From an optimization exercise on the open Yosys and OpenROAD flow, aimed at small area, a short achievable clock period and few clock cycles; shortcuts taken in it are not production practice. RTL that was checked went through simulation tests only; none was proved equivalent to the original. Function not checked in run 3: the RTL went through the layout flow alone. No activity file was given, so power comes from the tool's default toggle rates.

==> flow/design.v <==
`timescale 1ns/100ps
`default_nettype none
module sw_pe #(
    parameter [3:0] ROW = 4'd0
) (
    input  wire        clk,
    input  wire        rst,
    input  wire [1:0]  i_nx_base,
    input  wire        i_nx_first,
    input  wire        i_nx_x,        
    input  wire        i_rb_ld,
    input  wire [1:0]  i_rb,
    input  wire        i_en_ld,
    input  wire        i_en,
    input  wire [4:0]  i_h,         
    input  wire [3:0]  i_f,         
    input  wire [4:0]  i_c_score,
    input  wire [3:0]  i_c_row,
    output reg  [1:0]  o_base,
    output reg         o_first,
    output reg         o_x,
    output wire [4:0]  o_h,
    output wire [3:0]  o_f,
    output wire [4:0]  o_c_score,
    output wire [3:0]  o_c_row
);
    function automatic integer nbits(input integer v);
        integer w;
        begin
            nbits = 0;
            for (w = 0; w < 6; w = w + 1)
                if (v >= (1 << w))
                    nbits = w + 1;
        end
    endfunction
    localparam integer WH  = nbits(ROW + 1);                  
    localparam integer WE  = (ROW > 5) ? nbits(ROW - 5) : 0;  
    localparam integer WF  = (ROW > 6) ? nbits(ROW - 6) : 0;  
    localparam integer WR  = nbits(ROW);                      
    localparam integer WER = (WE > 0) ? WE : 1;
    localparam integer WRR = (WR > 0) ? WR : 1;
    reg  [1:0]     rb_q;
    reg            en_q;
    reg  [WH-1:0]  d_q;
    reg  [WER-1:0] e_q;
    reg  [WER-1:0] f_q;
    reg  [WH-1:0]  h_q;
    reg  [WH-1:0]  c_score_q;
    reg  [WRR-1:0] c_row_q;
    wire [4:0] d5  = d_q;
    wire [4:0] e5  = (WE > 0) ? e_q : 5'd0;
    wire [4:0] f5  = (WF > 0) ? i_f : 5'd0;
    wire [4:0] h5  = h_q;
    wire [4:0] ih5 = (ROW > 0) ? i_h : 5'd0;
    wire [4:0] cs5 = (ROW > 0) ? i_c_score : 5'd0;
    wire [3:0] cr4 = (ROW > 0) ? i_c_row : 4'd0;
    always @(posedge clk or posedge rst) begin
        if (rst) begin
            o_first <= 1'b0;
            o_x     <= 1'b0;
        end else begin
            o_first <= i_nx_first;
            o_x     <= i_nx_x;
        end
    end
    always @(posedge clk) begin
        o_base <= i_nx_base;
        if (i_rb_ld)
            rb_q <= i_rb;
        if (i_en_ld)
            en_q <= i_en;
    end
    function automatic ge5(input [4:0] a, input [4:0] b);
        integer k;
        reg r;
        begin
            r = 1'b1;
            for (k = 0; k < 5; k = k + 1)
                r = (a[k] & ~b[k]) | ((a[k] | ~b[k]) & r);
            ge5 = r;
        end
    endfunction
    function automatic [4:0] tab_add(input [4:0] x, input integer k, input integer lo);
        integer v;
        begin
            tab_add = 5'd0;
            for (v = 0; v < 32; v = v + 1)
                if (x == v)
                    tab_add = (v + k < lo) ? lo : v + k;
        end
    endfunction
    wire [4:0] diag  = i_nx_first ? 5'd0 : ih5;
    wire       match = (i_nx_base == rb_q);
    wire [4:0] d_new = match ? tab_add(diag, 1, 0) : tab_add(diag, -4, 0);
    wire [4:0] m     = ge5(d5, f5) ? d5 : f5;
    wire [4:0] n     = ge5(d5, e5) ? d5 : e5;
    wire [4:0] h     = ge5(m, e5) ? m : e5;
    wire [4:0] e_new = ge5(m, e5 + 5'd6) ? m - 5'd6 : tab_add(e5, -1, 0);
    wire [4:0] f_new = ge5(n, f5 + 5'd6) ? n - 5'd6 : tab_add(f5, -1, 0);
    always @(posedge clk) begin
        d_q <= d_new[WH-1:0];
        e_q <= i_nx_first ? {WER{1'b0}} : e_new[WER-1:0];
        f_q <= f_new[WER-1:0];
        h_q <= en_q ? h[WH-1:0] : {WH{1'b0}};
        if (!ge5(cs5, h5)) begin     
            c_score_q <= h_q;
            c_row_q   <= ROW;
        end else begin
            c_score_q <= cs5[WH-1:0];
            c_row_q   <= cr4[WRR-1:0];
        end
    end
    assign o_h       = h5;
    assign o_f       = (WE > 0) ? f_q : 4'd0;
    assign o_c_score = c_score_q;
    assign o_c_row   = (WR > 0) ? c_row_q : 4'd0;
endmodule
`default_nettype wire
`timescale 1ns/100ps
`default_nettype none
module sw_pe_array (
    input  wire          clk,
    input  wire          rst,
    input  wire [1:0]    i_base,
    input  wire          i_first,
    input  wire          i_x,             
    input  wire          i_rb0_ld,
    input  wire [1:0]    i_rb0,
    input  wire [31:0]   i_read_a,
    input  wire [31:0]   i_read_b,
    input  wire [15:0]   i_en_a,
    input  wire [15:0]   i_en_b,
    output wire          o_st14_first,
    output wire          o_st14_buf,
    output wire          o_first,
    output wire          o_x,
    output wire [4:0]    o_c_score,
    output wire [3:0]    o_c_row
);
    wire [1:0]  st_base  [0:16];
    wire        st_first [0:16];
    wire        st_x     [0:16];
    wire [4:0]  h        [0:16];
    wire [3:0]  f        [0:16];
    wire [4:0]  c_score  [0:16];
    wire [3:0]  c_row    [0:16];
    assign st_base[0]  = i_base;
    assign st_first[0] = i_first;
    assign st_x[0]     = i_x;
    assign h[0]        = 5'd0;       
    assign f[0]        = 4'd0;
    assign c_score[0]  = 5'd0;
    assign c_row[0]    = 4'd0;
    genvar r;
    generate
        for (r = 0; r < 16; r = r + 1) begin : g_row
            wire       rb_ld;
            wire [1:0] rb;
            wire       en_ld;
            wire       en;
            if (r == 0) begin : g_first
                assign rb_ld = i_rb0_ld;
                assign rb    = i_rb0;
                assign en_ld = 1'b1;
                assign en    = 1'b1;
            end else begin : g_rest
                assign rb_ld = st_first[r-1];
                assign rb    = st_x[r-1] ? i_read_b[2*r +: 2] : i_read_a[2*r +: 2];
                assign en_ld = st_first[r];
                assign en    = st_x[r] ? i_en_b[r] : i_en_a[r];
            end
            sw_pe #(.ROW(r)) sw_pe_i (
                .clk        (clk),
                .rst        (rst),
                .i_nx_base  (st_base[r]),
                .i_nx_first (st_first[r]),
                .i_nx_x     (st_x[r]),
                .i_rb_ld    (rb_ld),
                .i_rb       (rb),
                .i_en_ld    (en_ld),
                .i_en       (en),
                .i_h        (h[r]),
                .i_f        (f[r]),
                .i_c_score  (c_score[r]),
                .i_c_row    (c_row[r]),
                .o_base     (st_base[r+1]),
                .o_first    (st_first[r+1]),
                .o_x        (st_x[r+1]),
                .o_h        (h[r+1]),
                .o_f        (f[r+1]),
                .o_c_score  (c_score[r+1]),
                .o_c_row    (c_row[r+1])
            );
        end
    endgenerate
    assign o_st14_first = st_first[14];
    assign o_st14_buf   = st_x[14];
    assign o_first      = st_first[16];
    assign o_x          = st_x[16];
    assign o_c_score    = c_score[16];
    assign o_c_row      = c_row[16];
endmodule
`default_nettype wire
`timescale 1ns/100ps
`default_nettype none
module sw_max_tracker #(
    parameter DEPTH = 4
) (
    input  wire          clk,
    input  wire          rst,
    input  wire          i_first,         
    input  wire          i_x,
    input  wire [4:0]    i_c_score,       
    input  wire [3:0]    i_c_row,
    input  wire          i_ready,
    output wire          o_valid,
    output wire [17:0]   o_result,
    output wire          o_take
);
    reg          first_q [0:1];
    reg          x_q     [0:1];
    reg          push;
    reg  [4:0]   best_score;
    reg  [3:0]   best_row;
    reg  [3:0]   best_col;
    reg  [3:0]   col_q;
    always @(posedge clk or posedge rst) begin
        if (rst) begin
            first_q[0] <= 1'b0;
            first_q[1] <= 1'b0;
            x_q[0]     <= 1'b0;
            x_q[1]     <= 1'b0;
            push       <= 1'b0;
        end else begin
            first_q[0] <= i_first;
            first_q[1] <= first_q[0];
            x_q[0]     <= i_x;
            x_q[1]     <= x_q[0];
            push       <= (first_q[1] | x_q[1]) & (first_q[0] | ~x_q[0]);
        end
    end
    wire better = (i_c_score > best_score) ||
                  ((i_c_score == best_score) && (i_c_row < best_row));
    always @(posedge clk) begin
        if (first_q[1]) begin
            best_score <= i_c_score;
            best_row   <= i_c_row;
            best_col   <= 4'd0;
            col_q      <= 4'd1;
        end else begin
            if (better) begin
                best_score <= i_c_score;
                best_row   <= i_c_row;
                best_col   <= col_q;
            end
            col_q <= col_q + 4'd1;
        end
    end
    localparam FD = DEPTH - 1;
    wire [12:0]   pd   = {best_score, best_row, best_col};
    reg  [12:0]   out_q;
    reg           out_v;
    reg  [12:0]   f [0:FD-1];
    reg  [FD-1:0] wp;         
    reg  [FD-1:0] rp;         
    reg  [FD-1:0] fc;         
    wire          take   = out_v & i_ready;
    wire          out_ld = ~out_v | i_ready;       
    reg  [12:0]   f_rd;
    integer j;
    always @(*) begin
        f_rd = 13'd0;
        for (j = 0; j < FD; j = j + 1)
            f_rd = f_rd | ({13{rp[j]}} & f[j]);
    end
    wire          pop0 = ~out_v & fc[0];
    wire          wr0  = push & (out_v | fc[0]);
    wire          pop1 = fc[0];
    wire          wr1  = push & fc[0];
    wire [FD-1:0] wp_r = {wp[FD-2:0], wp[FD-1]};
    wire [FD-1:0] rp_r = {rp[FD-2:0], rp[FD-1]};
    wire [FD-1:0] fc_u = {fc[FD-2:0], 1'b1};
    wire [FD-1:0] fc_d = {1'b0, fc[FD-1:1]};
    wire [FD-1:0] wp0  = wr0 ? wp_r : wp;
    wire [FD-1:0] wp1  = wr1 ? wp_r : wp;
    wire [FD-1:0] rp0  = pop0 ? rp_r : rp;
    wire [FD-1:0] rp1  = pop1 ? rp_r : rp;
    wire [FD-1:0] fc0  = (wr0 & ~pop0) ? fc_u : ((pop0 & ~wr0) ? fc_d : fc);
    wire [FD-1:0] fc1  = (wr1 & ~pop1) ? fc_u : ((pop1 & ~wr1) ? fc_d : fc);
    wire          ov0  = out_v | fc[0] | push;
    wire          ov1  = fc[0] | push;
    always @(posedge clk or posedge rst) begin
        if (rst) begin
            out_v <= 1'b0;
            wp    <= {{(FD-1){1'b0}}, 1'b1};
            rp    <= {{(FD-1){1'b0}}, 1'b1};
            fc    <= {FD{1'b0}};
        end else begin
            out_v <= i_ready ? ov1 : ov0;
            wp    <= i_ready ? wp1 : wp0;
            rp    <= i_ready ? rp1 : rp0;
            fc    <= i_ready ? fc1 : fc0;
        end
    end
    always @(posedge clk) begin
        if (out_ld)
            out_q <= fc[0] ? f_rd : pd;
        for (j = 0; j < FD; j = j + 1)
            if (push && wp[j])
                f[j] <= pd;
    end
    assign o_valid  = out_v;
    assign o_result = {5'd0, out_q};
    assign o_take   = take;
endmodule
`default_nettype wire
`timescale 1ns/100ps
`default_nettype none
module sw_controller #(
    parameter DEPTH = 4
) (
    input  wire          clk,
    input  wire          rst,
    input  wire          i_valid,
    input  wire [73:0]   i_job,
    input  wire          i_take,          
    input  wire          i_rel_first,     
    input  wire          i_rel_buf,
    output wire          o_ready,
    output wire [1:0]    o_base,
    output wire          o_first,
    output wire          o_x,             
    output wire          o_rb0_ld,
    output wire [1:0]    o_rb0,
    output wire [31:0]   o_read_a,
    output wire [31:0]   o_read_b,
    output wire [15:0]   o_en_a,
    output wire [15:0]   o_en_b
);
    reg           ready_q;
    reg           act_q;       
    reg           first_q;
    reg  [4:0]    cnt_q;       
    reg           nxt_q;       
    reg  [1:0]    busy_q;
    reg  [DEPTH-1:0] jobs_q;   
    reg  [31:0]   ref_q;
    reg  [31:0]   read_a_q;
    reg  [31:0]   read_b_q;
    reg  [4:0]    len_a_q;
    reg  [4:0]    len_b_q;
    wire accept = ready_q & i_valid;
    wire last   = act_q & (cnt_q == 5'd1);
    wire sfree  = ~act_q | (cnt_q == 5'd1);
    wire [1:0] rel = {i_rel_first & i_rel_buf, i_rel_first & ~i_rel_buf};
    wire can_start = (~act_q | (cnt_q == 5'd1) | (cnt_q == 5'd2))
                   & (nxt_q ? (~busy_q[1] | rel[1]) : (~busy_q[0] | rel[0]))
                   & (~jobs_q[DEPTH-1] | i_take);
    always @(posedge clk or posedge rst) begin
        if (rst) begin
            act_q   <= 1'b0;
            first_q <= 1'b0;
            nxt_q   <= 1'b0;
            busy_q  <= 2'b00;
            jobs_q  <= {DEPTH{1'b0}};
        end else begin
            act_q   <= ready_q ? i_valid : (act_q & ~last);
            first_q <= accept;
            nxt_q   <= nxt_q ^ accept;
            busy_q[0] <= (accept & ~nxt_q) | (busy_q[0] & ~rel[0]);
            busy_q[1] <= (accept &  nxt_q) | (busy_q[1] & ~rel[1]);
            if (accept & ~i_take)
                jobs_q <= {jobs_q[DEPTH-2:0], 1'b1};
            else if (i_take & ~accept)
                jobs_q <= {1'b0, jobs_q[DEPTH-1:1]};
        end
    end
    always @(posedge clk)
        ready_q <= ~accept & can_start;
    integer r;
    always @(posedge clk) begin
        cnt_q <= sfree ? i_job[9:5] : cnt_q - 5'd1;
        ref_q <= sfree ? i_job[73:42] : {ref_q[29:0], 2'b00};
        if (~busy_q[0] & ~nxt_q) begin
            len_a_q <= i_job[4:0];
            for (r = 0; r < 16; r = r + 1)
                read_a_q[2*r +: 2] <= i_job[10 + 2*(15-r) +: 2];
        end
        if (~busy_q[1] & nxt_q) begin
            len_b_q <= i_job[4:0];
            for (r = 0; r < 16; r = r + 1)
                read_b_q[2*r +: 2] <= i_job[10 + 2*(15-r) +: 2];
        end
    end
    genvar k;
    generate
        for (k = 0; k < 16; k = k + 1) begin : g_en
            assign o_en_a[k] = (len_a_q > k);
            assign o_en_b[k] = (len_b_q > k);
        end
    endgenerate
    assign o_ready  = ready_q;
    assign o_base   = ref_q[31:30];
    assign o_first  = first_q;
    assign o_x      = first_q ? ~nxt_q : act_q;
    assign o_rb0_ld = sfree;
    assign o_rb0    = i_job[10 + 30 +: 2];
    assign o_read_a = read_a_q;
    assign o_read_b = read_b_q;
endmodule
`default_nettype wire
`timescale 1ns/100ps
`default_nettype none
module sw_top (
    input  wire          clk,
    input  wire          rst,
    input  wire          i_valid,
    input  wire [73:0]   i_job,
    input  wire          i_ready,
    output wire          o_ready,
    output wire          o_valid,
    output wire [17:0]   o_result
);
    localparam DEPTH = 4;
    wire          take;
    wire          rel_first;
    wire          rel_buf;
    wire [1:0]    base;
    wire          first;
    wire          x;
    wire          rb0_ld;
    wire [1:0]    rb0;
    wire [31:0]   read_a;
    wire [31:0]   read_b;
    wire [15:0]   en_a;
    wire [15:0]   en_b;
    wire          out_first;
    wire          out_x;
    wire [4:0]    c_score;
    wire [3:0]    c_row;
    sw_controller #(.DEPTH(DEPTH)) sw_controller_i (
        .clk         (clk),
        .rst         (rst),
        .i_valid     (i_valid),
        .i_job       (i_job),
        .i_take      (take),
        .i_rel_first (rel_first),
        .i_rel_buf   (rel_buf),
        .o_ready     (o_ready),
        .o_base      (base),
        .o_first     (first),
        .o_x         (x),
        .o_rb0_ld    (rb0_ld),
        .o_rb0       (rb0),
        .o_read_a    (read_a),
        .o_read_b    (read_b),
        .o_en_a      (en_a),
        .o_en_b      (en_b)
    );
    sw_pe_array sw_pe_array_i (
        .clk          (clk),
        .rst          (rst),
        .i_base       (base),
        .i_first      (first),
        .i_x          (x),
        .i_rb0_ld     (rb0_ld),
        .i_rb0        (rb0),
        .i_read_a     (read_a),
        .i_read_b     (read_b),
        .i_en_a       (en_a),
        .i_en_b       (en_b),
        .o_st14_first (rel_first),
        .o_st14_buf   (rel_buf),
        .o_first      (out_first),
        .o_x          (out_x),
        .o_c_score    (c_score),
        .o_c_row      (c_row)
    );
    sw_max_tracker #(.DEPTH(DEPTH)) sw_max_tracker_i (
        .clk       (clk),
        .rst       (rst),
        .i_first   (out_first),
        .i_x       (out_x),
        .i_c_score (c_score),
        .i_c_row   (c_row),
        .i_ready   (i_ready),
        .o_valid   (o_valid),
        .o_result  (o_result),
        .o_take    (take)
    );
endmodule
`default_nettype wire
==> flow/flow/run.sh <==
#!/bin/bash
# The standard layout, with the port buffers made from plain buf_2 cells instead of the delay
# buffer that buffer_ports picks on its own. Every make step's output goes to make.log here;
# ORFS keeps each tool's full log under orfs/logs/.
set -euo pipefail
bash standard.sh "BUFFER_PORTS_ARGS=-buffer_cell sky130_fd_sc_hd__buf_2" CTS_CLUSTER_SIZE=24 CTS_CLUSTER_DIAMETER=100 finish > make.log 2>&1
==> flow/standard.sh <==
#!/bin/bash
# synth_recipe.tcl (not shown) runs the flow's synth.tcl, then flattens the netlist and writes it again
# the make line also repeats each setting of config.mk as NAME=value (left out here)
make -C /OpenROAD-flow-scripts/flow DESIGN_CONFIG=/design/flow/config.mk WORK_HOME=/design/flow/orfs CLKGATE_MAP_FILE= SYNTH_SCRIPT=/design/flow/synth_recipe.tcl "${@:-finish}"
==> flow/config.mk <==
export PLATFORM = sky130hd
export DESIGN_NAME = sw_top
export DESIGN_NICKNAME = sw_top
export VERILOG_FILES = /design/flow/design.v
export SDC_FILE = /design/flow/constraint.sdc
export NUM_CORES = 4
export LEC_CHECK = 0
export ABC_AREA = 1
export CAP_MARGIN = 20
export CORE_MARGIN = 2
export CORE_UTILIZATION = 70
export PLACE_DENSITY = 0.8
export SLEW_MARGIN = 20
==> flow/constraint.sdc <==
create_clock -name core_clock -period 10.0 [get_ports {clk}]
set_input_delay 2.0000 -clock core_clock [delete_from_list [all_inputs] [get_ports {clk}]]
set_output_delay 2.0000 -clock core_clock [all_outputs]
set_load 0.01 [all_outputs]
==> flow_metrics.env, run 1 <==
export IMPL_outcome="no timing/DRC/antenna violations"
export IMPL_finalNonFillerCells=3401
export IMPL_cts_sinks=575
export IMPL_grt_pass1_wl_um=80900
export IMPL_critPathKind="register to output pin"
export IMPL_max_stage_delay_ns=0.39
export IMPL_p_int_mw=3.58
export IMPL_critical_path_max_fanout=1
export IMPL_synth_edf_count=178
export IMPL_worst_slack_ns=6.90
export IMPL_crit_family="flip-flops"
export IMPL_htreeDepth=1
export IMPL_mostFrequentLayoutCells="694 x nand2_1, 382 x inv_1, 341 x dfxtp_1, 240 x nor2_1, 182 x o21ai_0"
export IMPL_synth_top_area_share_pct=27.9
export IMPL_cts_buffer_depth=3
export IMPL_setup_tns_ns=0
export IMPL_dr_pass1_iters=6
export IMPL_numPortBuffers=92
export IMPL_post_place_cells=3348
export IMPL_dp_hpwl_um=34900
export IMPL_cts_hold_buffers=0
export IMPL_leakage_nw=11.5
export IMPL_p_clk_share_pct=23.4
export IMPL_initial_utilization_pct=71.0
export IMPL_startpoint_type="register"
export IMPL_yosys_register_bits=575
export IMPL_r2r_start="sw_max_tracker_i.best_score[2]"
export IMPL_ir_worst_vdd_v=0.000168
export IMPL_final_area_mm2=0.0262
export IMPL_ys_flop_type="dfxtp_1"
export IMPL_clock_fmax_ghz=0.322
export IMPL_ys_warn_count=22
export IMPL_period_needed_ns=3.10
export IMPL_maxSlewHeadroom_pct=34.9
export IMPL_wire_per_inst_um=14.2
export IMPL_gp_congestion=0.873
export IMPL_switchingPower_mw=1.55
export IMPL_grt_pass1_vias=18000
export IMPL_comb_power_share_pct=22.2
export IMPL_nFillCells=2407
export IMPL_min_period_over_period_pct=31.0
export IMPL_p_total_mw=5.13
export IMPL_cts_resized=0
export IMPL_fin_nets=3072
export IMPL_syn_inst=2825
export IMPL_cts_tree="yes"
export IMPL_post_dp_cell_area_mm2=0.0254
export IMPL_grt_usage_pct=26.8
export IMPL_final_common_cell="nand2_1"
export IMPL_worstPathCellList="buf_2"
export IMPL_ant_nets=0
export IMPL_power_frac_seq_pct=54.4
export IMPL_end_kind="output pin"
export IMPL_drt_iter0_drc=1234
export IMPL_die_h_um=191
export IMPL_crit_start="sw_max_tracker_i.out_q[9]"
export IMPL_min_from="sw_pe_array_i.g_row[0].sw_pe_i.d_q"
export IMPL_critPathRequiredTime_ns=8.00
export IMPL_num_vias=18700
export IMPL_yosysTopAreaCell="dfxtp_1"
export IMPL_chipWidth_um=191
export IMPL_grt_max_degree=57
export IMPL_routed_wl_um=48300
export IMPL_worst_pin_slew_ns=0.973
export IMPL_antenna_found_initial=2
export IMPL_hold_viol=0
export IMPL_die_area_mm2=0.0365
export IMPL_layout_drive_gt1_share_pct=8.08
export IMPL_cp_slowest_cell="edfxtp_1"
export IMPL_via_per_inst=5.49
export IMPL_power_density_mw_per_mm2=196
export IMPL_switching_share_pct=30.1
export IMPL_critPathBufInv=1
export IMPL_synth_area_mm2=0.0245
export IMPL_worst_skew_pair_late_latency_ns=0.57
export IMPL_hold_path_class="register to register"
export IMPL_syn_area_per_cell_um2=8.66
export IMPL_drc=0
export IMPL_synth_area_top_cells="dfxtp_1 28%, edfxtp_1 22%, nand2_1 11%"
export IMPL_core_area_mm2=0.0345
export IMPL_post_place_ws_ns=6.51
export IMPL_synthArstFlopShare_pct=9.74
export IMPL_maxSlewViolCount=0
export IMPL_drv_cap=0
export IMPL_setup_violations=0
export IMPL_clock_skew_ns=0.0174
export IMPL_std_cell_rows=68
export IMPL_yosysUniqueCellTypes=58
export IMPL_root_buffer="clkbuf_16"
export IMPL_pin_count=98
export IMPL_path_clk_slew_ns=0.09
export IMPL_area_growth_syn_to_layout_pct=7.18
export IMPL_worstPathArrival_ns=1.10
export IMPL_post_cts_setup_buffer_count=0
export IMPL_rsz0062_at_grt="false"
export IMPL_cts_buffers=27
export IMPL_grt_overflow_total=0
export IMPL_seq_area_frac_synth_pct=55.5
## routing by layer
layer | track usage [%] | vias to the layer above | routed length [um]
met5 | 0 | - | 0
met3 | 2.63 | 75 | 2250
met4 | 7.25 | 0 | 909
met2 | 48.2 | 511 | 23900
met1 | 34.5 | 8690 | 21200
li1 | - | 9388 | -
## registers in the layout, indices dropped and copies added, names as in the netlist, 25 cells and up
name,count
sw_pe_array_i.g_row.sw_pe_i.h_q,54
sw_pe_array_i.g_row.sw_pe_i.e_q,29
sw_pe_array_i.g_row.sw_pe_i.f_q,25
sw_max_tracker_i.f,39
sw_pe_array_i.g_row.sw_pe_i.rb_q,32
sw_pe_array_i.g_row.sw_pe_i.c_score_q,54
sw_controller_i.read_a_q,30
sw_pe_array_i.g_row.sw_pe_i.o_base,30
sw_pe_array_i.g_row.sw_pe_i.c_row_q,49
sw_pe_array_i.g_row.sw_pe_i.d_q,54
sw_controller_i.read_b_q,30
sw_controller_i.ref_q,32
## area by class of cell
| class | count | area, um^2 | area share, % |
|---|---|---|---|
| diodes | 2 | 5.00 | 0.0191 |
| clock buffers | 49 | 758 | 2.89 |
| inverters | 408 | 1530 | 5.85 |
| multi-input cells | 1816 | 9250 | 35.3 |
| flip-flops and latches | 575 | 13600 | 51.8 |
| well taps | 455 | 569 | 2.17 |
| repair buffers | 96 | 531 | 2.02 |
## power groups by stage
stage          registers, mW  logic, mW  clock network, mW
6_report                2.79       1.14               1.20
5_1_grt                 2.82       1.31               1.30
4_1_cts                 2.79       1.13               1.22
3_5_place_dp            2.84       1.12                  0
3_3_place_gp            2.83       1.07                  0
2_1_floorplan           2.81      0.882                  0
## metrics by stage
step,hold slack (ns),utilization (%)
6_report,0.336,76.1
3_5_place_dp,0.318,73.7
5_1_grt,0.340,76.1
2_1_floorplan,0.310,-
4_1_cts,0.336,75.9
3_3_place_gp,0.314,73.7
## cells by family after synthesis
group	synth area share [%]
adders and majority gates	3.74
and+or+nand+nor	20.2
AOI/OAI and AO/OA	11.2
buffers and inverters	6.85
other	0.0153
DFF	55.5
muxes	0.828
xor gates and xnor gates	1.75
## synth_stat cells, types with 5 or more instances
cell type / number
nand2_1: 694
inv_1: 383
dfxtp_1: 341
nor2_1: 242
o21ai_0: 182
edfxtp_1: 178
nand3_1: 137
a21oi_1: 124
ha_1: 70
dfrtp_1: 54
or2_2: 39
o21ai_1: 35
nor3_1: 34
xnor2_1: 34
o22ai_1: 31
a31oi_1: 24
inv_2: 20
clkbuf_1: 19
mux2_2: 18
nand2_2: 15
xor2_1: 15
o211ai_1: 14
a32oi_1: 8
o21a_1: 7
o221ai_1: 7
o31ai_1: 7
buf_4: 6
o21ai_2: 6
buf_2: 5
nand4_1: 5
o21bai_1: 5
## worst paths after layout
kind	to	slack, ns	cells after the start
setup / recovery	o_result[9]	6.90	1
hold / removal	sw_pe_array_i.g_row[0].sw_pe_i.h_q	0.34	0
max in group asynchronous	sw_max_tracker_i.out_v	7.78	3
setup reg to reg	sw_max_tracker_i.best_score[4]	7.89	8
hold reg to reg	sw_pe_array_i.g_row[0].sw_pe_i.h_q	0.34	0
min in group asynchronous	sw_pe_array_i.g_row[4].sw_pe_i.o_first	1.68	3
Testbench counts, summed over its fixed seeds: cycles 16,691.
==> run 2: changes to the inputs <==
==> flow/flow/run.sh (replaced) <==
#!/bin/bash
# The standard layout, with the port buffers made from plain buf_2 cells instead of the delay
# buffer that buffer_ports picks on its own. Every make step's output goes to make.log here;
# ORFS keeps each tool's full log under orfs/logs/.
set -euo pipefail
bash standard.sh "BUFFER_PORTS_ARGS=-buffer_cell sky130_fd_sc_hd__buf_2" CTS_CLUSTER_SIZE=30 CTS_CLUSTER_DIAMETER=60 finish > make.log 2>&1
==> run 2 against run 1 <==
  * Wire length rose by 0.31%
  * Maximum frequency rose by 0.80%
  * Synthesized cell count did not move
  * Still clean on timing, DRC and antenna
  * Largest cell class unchanged
  * Register-to-register slack barely moved
  * Highest routed layer unchanged
  * Non-clock buffer count did not move
  * Setup slack improved by 0.025 ns
==> flow_metrics.env, run 2 <==
export IMPL_antenna_found_initial=2
export IMPL_setup_tns_ns=0
export IMPL_syn_area_per_cell_um2=8.66
export IMPL_core_area_mm2=0.0345
export IMPL_yosysTopAreaCell="dfxtp_1"
export IMPL_numPortBuffers=92
export IMPL_grt_max_degree=57
export IMPL_setup_violations=0
export IMPL_synth_top_cells_by_count="694 x nand2_1, 383 x inv_1, 341 x dfxtp_1"
export IMPL_grt_usage_pct=27.1
export IMPL_final_common_cell="nand2_1"
export IMPL_htreeDepth=2
export IMPL_outcome="no timing/DRC/antenna violations"
export IMPL_grt_overflow_total=0
export IMPL_drt_iter0_drc=1195
export IMPL_hold_path_class="register to register"
export IMPL_maxSlewHeadroom_pct=44.2
export IMPL_pin_count=98
export IMPL_critPathRequiredTime_ns=8.00
export IMPL_fin_nets=3080
export IMPL_die_h_um=191
export IMPL_worst_skew_pair_late_latency_ns=0.54
export IMPL_power_density_mw_per_mm2=205
export IMPL_synthArstFlopShare_pct=9.74
export IMPL_cts_tree="yes"
export IMPL_seq_area_frac_synth_pct=55.5
export IMPL_critical_path_max_fanout=3
export IMPL_end_kind="output pin"
export IMPL_dr_pass1_iters=7
export IMPL_mostFrequentLayoutCells="694 x nand2_1, 382 x inv_1, 341 x dfxtp_1, 240 x nor2_1, 182 x o21ai_0"
export IMPL_num_vias=18800
export IMPL_routed_wl_um=48400
export IMPL_yosysMostFrequentCell="nand2_1"
export IMPL_startpoint_type="register"
export IMPL_gp_congestion=0.873
export IMPL_worst_pin_slew_ns=0.837
export IMPL_period_needed_ns=3.08
export IMPL_clock_fmax_ghz=0.325
export IMPL_grt_pass1_vias=18100
export IMPL_worstPathArrival_ns=1.08
export IMPL_leakage_nw=11.7
export IMPL_root_buffer="clkbuf_16"
export IMPL_layout_drive_gt1_share_pct=9.16
export IMPL_std_cell_rows=68
export IMPL_cts_buffer_depth=3
export IMPL_chipWidth_um=191
export IMPL_synth_top_area_share_pct=27.9
export IMPL_yosys_register_bits=575
export IMPL_ant_nets=0
export IMPL_clock_skew_ns=0.0249
export IMPL_nFillCells=2343
export IMPL_max_stage_delay_ns=0.38
export IMPL_wire_per_inst_um=14.2
export IMPL_crit_family="flip-flops"
export IMPL_ys_flop_type="dfxtp_1"
export IMPL_rsz0062_at_grt="false"
export IMPL_critPathBufInv=1
export IMPL_area_growth_syn_to_layout_pct=8.92
export IMPL_cts_sinks=575
export IMPL_post_place_ws_ns=6.51
export IMPL_maxSlewViolCount=0
export IMPL_die_area_mm2=0.0365
export IMPL_hold_viol=0
export IMPL_post_cts_setup_buffer_count=0
export IMPL_synth_edf_count=178
export IMPL_reg_largest_list="sw_pe_array_i.g_row.sw_pe_i.c_score_q x54, sw_pe_array_i.g_row.sw_pe_i.d_q x54, sw_pe_array_i.g_row.sw_pe_i.h_q x54"
export IMPL_whs_ns=0.339
export IMPL_synth_area_mm2=0.0245
export IMPL_yosysUniqueCellTypes=58
export IMPL_worst_slack_ns=6.92
export IMPL_initial_utilization_pct=71.0
export IMPL_cts_resized=0
export IMPL_dp_hpwl_um=34900
export IMPL_ys_warn_count=22
export IMPL_cts_buffers=35
export IMPL_syn_inst=2825
export IMPL_min_period_over_period_pct=30.8
export IMPL_drc=0
export IMPL_ir_worst_vdd_v=0.000263
export IMPL_worstPathCellList="buf_2"
export IMPL_grt_pass1_wl_um=81600
export IMPL_critPathKind="register to output pin"
export IMPL_cts_hold_buffers=0
export IMPL_cp_slowest_cell="dfxtp_1"
export IMPL_via_per_inst=5.49
export IMPL_synth_area_top_cells="dfxtp_1 28%, edfxtp_1 22%, nand2_1 11%"
export IMPL_path_clk_slew_ns=0.09
export IMPL_drv_cap=0
## run 2: cell counts after synthesis
Identical to the previous run, type by type.
## run 2: power by group
| group | internal [mW] | leakage (nW) | switching [mW] |
|---|---|---|---|
| Sequential | 2.65 | 5.20 | 0.144 |
| Combinational | 0.423 | 5.98 | 0.714 |
| Clock | 0.721 | 0.570 | 0.813 |
## run 2: logic make-up (layout without fill, tap and decap cells)
kind of cell | after synthesis | after routing | share of synthesized area [%]
mux | 18 | 18 | 0.828
fa+ha+maj | 74 | 74 | 3.74
compound gates | 479 | 479 | 11.2
flops | 575 | 575 | 55.5
xor+xnor | 49 | 49 | 1.75
simple gates | 1191 | 1191 | 20.2
buf+inv | 438 | 566 | 6.85
other cells | 1 | 7 | 0.0153
## run 2: layout make-up
type	count	area [um^2]	area share (%)
clock buffer	40	937	3.52
inverter	408	1530	5.76
multi-input combinational	1816	9260	34.8
timing repair buffer	96	531	1.99
antenna	2	5.00	0.0188
sequential	575	13600	50.9
tap	455	569	2.14
clock inverter	22	238	0.892
## run 2: through the flow
step / instance area (um^2) / power [mW] / instances / util (%)
2_1_floorplan: 24500 / 3.69 / 2829 / -
3_3_place_gp: 25400 / 3.90 / 3348 / 73.7
3_5_place_dp: 25400 / 3.96 / 3348 / 73.7
4_1_cts: 26600 / 5.48 / 3410 / 77.1
5_1_grt: 26700 / 5.77 / 3414 / 77.3
6_report: 26700 / 5.46 / 3414 / 77.3
## run 2: final timing paths
kind                                                          end                                     from  slack (ns)  depth (start not counted)
max                                                       o_ready                  sw_controller_i.ready_q        6.92                          1
min                            sw_pe_array_i.g_row[0].sw_pe_i.h_q       sw_pe_array_i.g_row[0].sw_pe_i.d_q        0.34                          0
max reg2reg                sw_pe_array_i.g_row[12].sw_pe_i.d_q[2]  sw_pe_array_i.g_row[11].sw_pe_i.o_first        7.88                          9
min reg2reg                    sw_pe_array_i.g_row[0].sw_pe_i.h_q       sw_pe_array_i.g_row[0].sw_pe_i.d_q        0.34                          0
max in group asynchronous                  sw_max_tracker_i.fc[2]                                      rst        7.75                          3
min in group asynchronous  sw_pe_array_i.g_row[3].sw_pe_i.o_first                                      rst        1.68                          3
## run 2: metal layers
layer	share of wire [%]	vias up	global-route usage [%]
li1	-	9421	-
met1	44	8708	34.7
met2	49	532	48.8
met3	4.9	95	3.05
met4	2.2	0	7.30
met5	0	-	0
==> run 3: changes to the inputs <==
--- a/flow/design.v
+++ b/flow/design.v
@@ -358,12 +358,14 @@
                    & (~jobs_q[DEPTH-1] | i_take);
     always @(posedge clk or posedge rst) begin
         if (rst) begin
+            ready_q <= 1'b0;
             act_q   <= 1'b0;
             first_q <= 1'b0;
             nxt_q   <= 1'b0;
             busy_q  <= 2'b00;
             jobs_q  <= {DEPTH{1'b0}};
         end else begin
+            ready_q <= ~accept & can_start;
             act_q   <= ready_q ? i_valid : (act_q & ~last);
             first_q <= accept;
             nxt_q   <= nxt_q ^ accept;
@@ -375,8 +377,6 @@
                 jobs_q <= {1'b0, jobs_q[DEPTH-1:1]};
         end
     end
-    always @(posedge clk)
-        ready_q <= ~accept & can_start;
     integer r;
     always @(posedge clk) begin
         cnt_q <= sfree ? i_job[9:5] : cnt_q - 5'd1;
==> flow/flow/run.sh (replaced) <==
#!/bin/bash
# The standard layout, with the port buffers made from plain buf_2 cells instead of the delay
# buffer that buffer_ports picks on its own. Every make step's output goes to make.log here;
# ORFS keeps each tool's full log under orfs/logs/.
set -euo pipefail
bash standard.sh "BUFFER_PORTS_ARGS=-buffer_cell sky130_fd_sc_hd__buf_2" CTS_CLUSTER_SIZE=32 CTS_CLUSTER_DIAMETER=80 finish > make.log 2>&1
--- a/flow/config.mk
+++ b/flow/config.mk
@@ -8,6 +8,5 @@
 export ABC_AREA = 1
 export CAP_MARGIN = 20
 export CORE_MARGIN = 2
-export CORE_UTILIZATION = 70
-export PLACE_DENSITY = 0.8
+export CORE_UTILIZATION = 40
 export SLEW_MARGIN = 20
==> run 3 against run 2 <==
  * Design area up 0.76%
  * Global-route usage down 12 points
  * Register-to-register slack worse by 0.08 ns
  * Critical endpoint unchanged
  * Largest power group unchanged
==> flow_metrics.env, run 3 <==
export IMPL_root_buffer="clkbuf_16"
export IMPL_antenna_found_initial=2
export IMPL_cp_slowest_cell="dfrtp_1"
export IMPL_dp_hpwl_um=36000
export IMPL_worst_skew_pair_late_latency_ns=0.62
export IMPL_rsz0062_at_grt="false"
export IMPL_ys_flop_type="dfxtp_1"
export IMPL_drt_iter0_drc=1125
export IMPL_critPathRequiredTime_ns=8.00
export IMPL_drv_cap=0
export IMPL_cts_hold_buffers=0
export IMPL_num_vias=18300
export IMPL_htreeDepth=1
export IMPL_power_density_mw_per_mm2=197
export IMPL_synth_edf_count=178
export IMPL_cts_buffer_depth=3
export IMPL_clock_skew_ns=0.0413
export IMPL_reg_largest_list="sw_pe_array_i.g_row.sw_pe_i.c_score_q x54, sw_pe_array_i.g_row.sw_pe_i.d_q x54, sw_pe_array_i.g_row.sw_pe_i.h_q x54"
export IMPL_yosysTopAreaCell="dfxtp_1"
export IMPL_period_needed_ns=3.23
export IMPL_wire_per_inst_um=12.9
export IMPL_ir_worst_vdd_v=0.000180
export IMPL_gp_congestion=0.866
export IMPL_worst_pin_slew_ns=0.940
export IMPL_worst_slack_ns=6.77
export IMPL_post_cts_setup_buffer_count=0
export IMPL_setup_violations=0
export IMPL_r2r_start="sw_max_tracker_i.best_row[1]"
export IMPL_via_per_inst=4.91
export IMPL_synth_area_top_cells="dfxtp_1 28%, edfxtp_1 22%, nand2_1 11%"
export IMPL_setup_tns_ns=0
export IMPL_cts_buffers=27
export IMPL_ys_warn_count=22
export IMPL_grt_overflow_total=0
export IMPL_max_stage_delay_ns=0.44
export IMPL_yosysMostFrequentCell="nand2_1"
export IMPL_end_kind="output pin"
export IMPL_final_common_cell="nand2_1"
export IMPL_maxSlewHeadroom_pct=37.1
export IMPL_critPathBufInv=1
export IMPL_pin_count=98
export IMPL_maxSlewViolCount=0
export IMPL_yosys_register_bits=575
export IMPL_critPathKind="register to output pin"
export IMPL_yosysUniqueCellTypes=58
export IMPL_path_clk_slew_ns=0.11
export IMPL_grt_max_degree=58
export IMPL_synthArstFlopShare_pct=9.91
export IMPL_std_cell_rows=90
export IMPL_ant_nets=0
export IMPL_mostFrequentLayoutCells="694 x nand2_1, 382 x inv_1, 340 x dfxtp_1, 240 x nor2_1, 182 x o21ai_0"
export IMPL_synth_top_area_share_pct=27.8
export IMPL_synth_area_mm2=0.0245
export IMPL_diodes=0
export IMPL_min_period_over_period_pct=32.3
export IMPL_layout_drive_gt1_share_pct=8.69
export IMPL_startpoint_type="register"
export IMPL_grt_usage_pct=15.0
export IMPL_worstPathArrival_ns=1.23
export IMPL_synth_top_cells_by_count="694 x nand2_1, 383 x inv_1, 340 x dfxtp_1"
export IMPL_routed_wl_um=48100
export IMPL_dr_pass1_iters=6
export IMPL_seq_area_frac_synth_pct=55.5
export IMPL_core_area_mm2=0.0605
export IMPL_worstPathCellList="buf_2"
export IMPL_cts_tree="yes"
export IMPL_die_area_mm2=0.0632
export IMPL_initial_utilization_pct=40.5
export IMPL_critical_path_max_fanout=3
export IMPL_post_place_ws_ns=6.60
export IMPL_grt_pass1_wl_um=80100
export IMPL_min_from="sw_pe_array_i.g_row[0].sw_pe_i.d_q"
export IMPL_cts_sinks=575
export IMPL_p_total_mw=5.29
export IMPL_area_growth_syn_to_layout_pct=9.72
export IMPL_clock_fmax_ghz=0.310
export IMPL_fin_nets=3073
export IMPL_cts_resized=0
export IMPL_syn_area_per_cell_um2=8.66
export IMPL_outcome="no timing/DRC/antenna violations"
export IMPL_leakage_nw=11.7
export IMPL_die_h_um=251
export IMPL_crit_start="sw_controller_i.ready_q"
export IMPL_chipWidth_um=251
export IMPL_grt_pass1_vias=17300
export IMPL_numPortBuffers=92
export IMPL_drc=0
export IMPL_crit_family="flip-flops"
export IMPL_syn_inst=2825
export IMPL_hold_path_class="register to register"
export IMPL_hold_viol=0
## run 3: path summary, 6_finish.rpt
check / end / slack [ns] / cells after the start
max in group asynchronous: sw_max_tracker_i.out_v / 7.80 / 3
worst max register to register: sw_max_tracker_i.best_score[2] / 7.80 / 8
worst min-delay path: sw_pe_array_i.g_row[0].sw_pe_i.h_q / 0.34 / 0
worst max-delay path: o_ready / 6.77 / 1
min in group asynchronous: sw_controller_i.jobs_q[0] / 1.58 / 3
worst min register to register: sw_pe_array_i.g_row[0].sw_pe_i.h_q / 0.34 / 0
## run 3: where the power goes
group | switching, mW | internal [mW] | total (mW)
sequential | 0.139 | 2.65 | 2.79
clock | 0.800 | 0.581 | 1.38
combinational | 0.705 | 0.420 | 1.13
total | 1.64 | 3.65 | 5.29
## run 3: layer usage
| metal | global-route usage (%) | vias to the layer above | part of all wire [%] |
|---|---|---|---|
| met4 | 3.27 | 0 | 2.0 |
| met2 | 27.1 | 345 | 48 |
| li1 | - | 9400 | - |
| met5 | 0 | - | 0 |
| met3 | 1.78 | 69 | 3.7 |
| met1 | 19.2 | 8472 | 46 |
## run 3: cell families after synthesis
family	Yosys count	share of synthesized area, %
DFF	575	55.5
and+or+nand+nor	1191	20.2
xor gates and xnor gates	49	1.75
adders and majority gates	74	3.74
other	1	0.0153
AOI/OAI and AO/OA	479	11.2
muxes	18	0.828
buffers and inverters	438	6.85
## run 3: area by class of cell
cell class,count,area [um^2]
clock buffers,32,694
clock inverters,18,274
multi-input cells,1816,9250
fillers,5757,33600
flip-flops and latches,575,13600
well taps,782,978
inverters,408,1530
repair buffers,97,538
## run 3: per-stage QoR
step / std cells / util [%] / hold WS (ns) / area [um^2]
floorplan: 2829 / - / 0.310 / 24500
global placement: 3676 / 42.7 / 0.314 / 25800
detailed placement: 3676 / 42.7 / 0.316 / 25800
CTS: 3726 / 44.3 / 0.344 / 26800
global route: 3728 / 44.4 / 0.346 / 26900
finish: 3728 / 44.4 / 0.343 / 26900

separate check: timing with driven ports:
In the flow no input, the clock included, has a driving cell. The finished layouts below were timed again as built, in two steps. Step 1 assumes that a clkbuf_16 drives the clock port and a buf_2 every other input. Step 2 adds t to the input delays and takes it off the output delays; t is the mean of the earliest and latest rising clock arrival at the registers after step 1. Input paths then give back, and output paths get back, about the clock's delay inside the block. Slacks: no drivers / after step 1 / after step 2; pairs: no drivers / after step 1.
run	shift t [ns]	slack for setup (ns)	slew at the worst register clock pin (ns)	cell pins on the clock port's net
run 1	0.618	6.898 / 6.843 / 6.516	0.11 / 0.11	1
run 2	0.587	6.922 / 6.868 / 6.460	0.10 / 0.10	1
run 3	0.661	6.774 / 6.716 / 6.608	0.11 / 0.11	1
After both steps setup and hold are still met in every run listed. For run 2, which loses most, drivers alone change the setup slack by -0.054 ns; drivers and shift together by -0.462 ns.
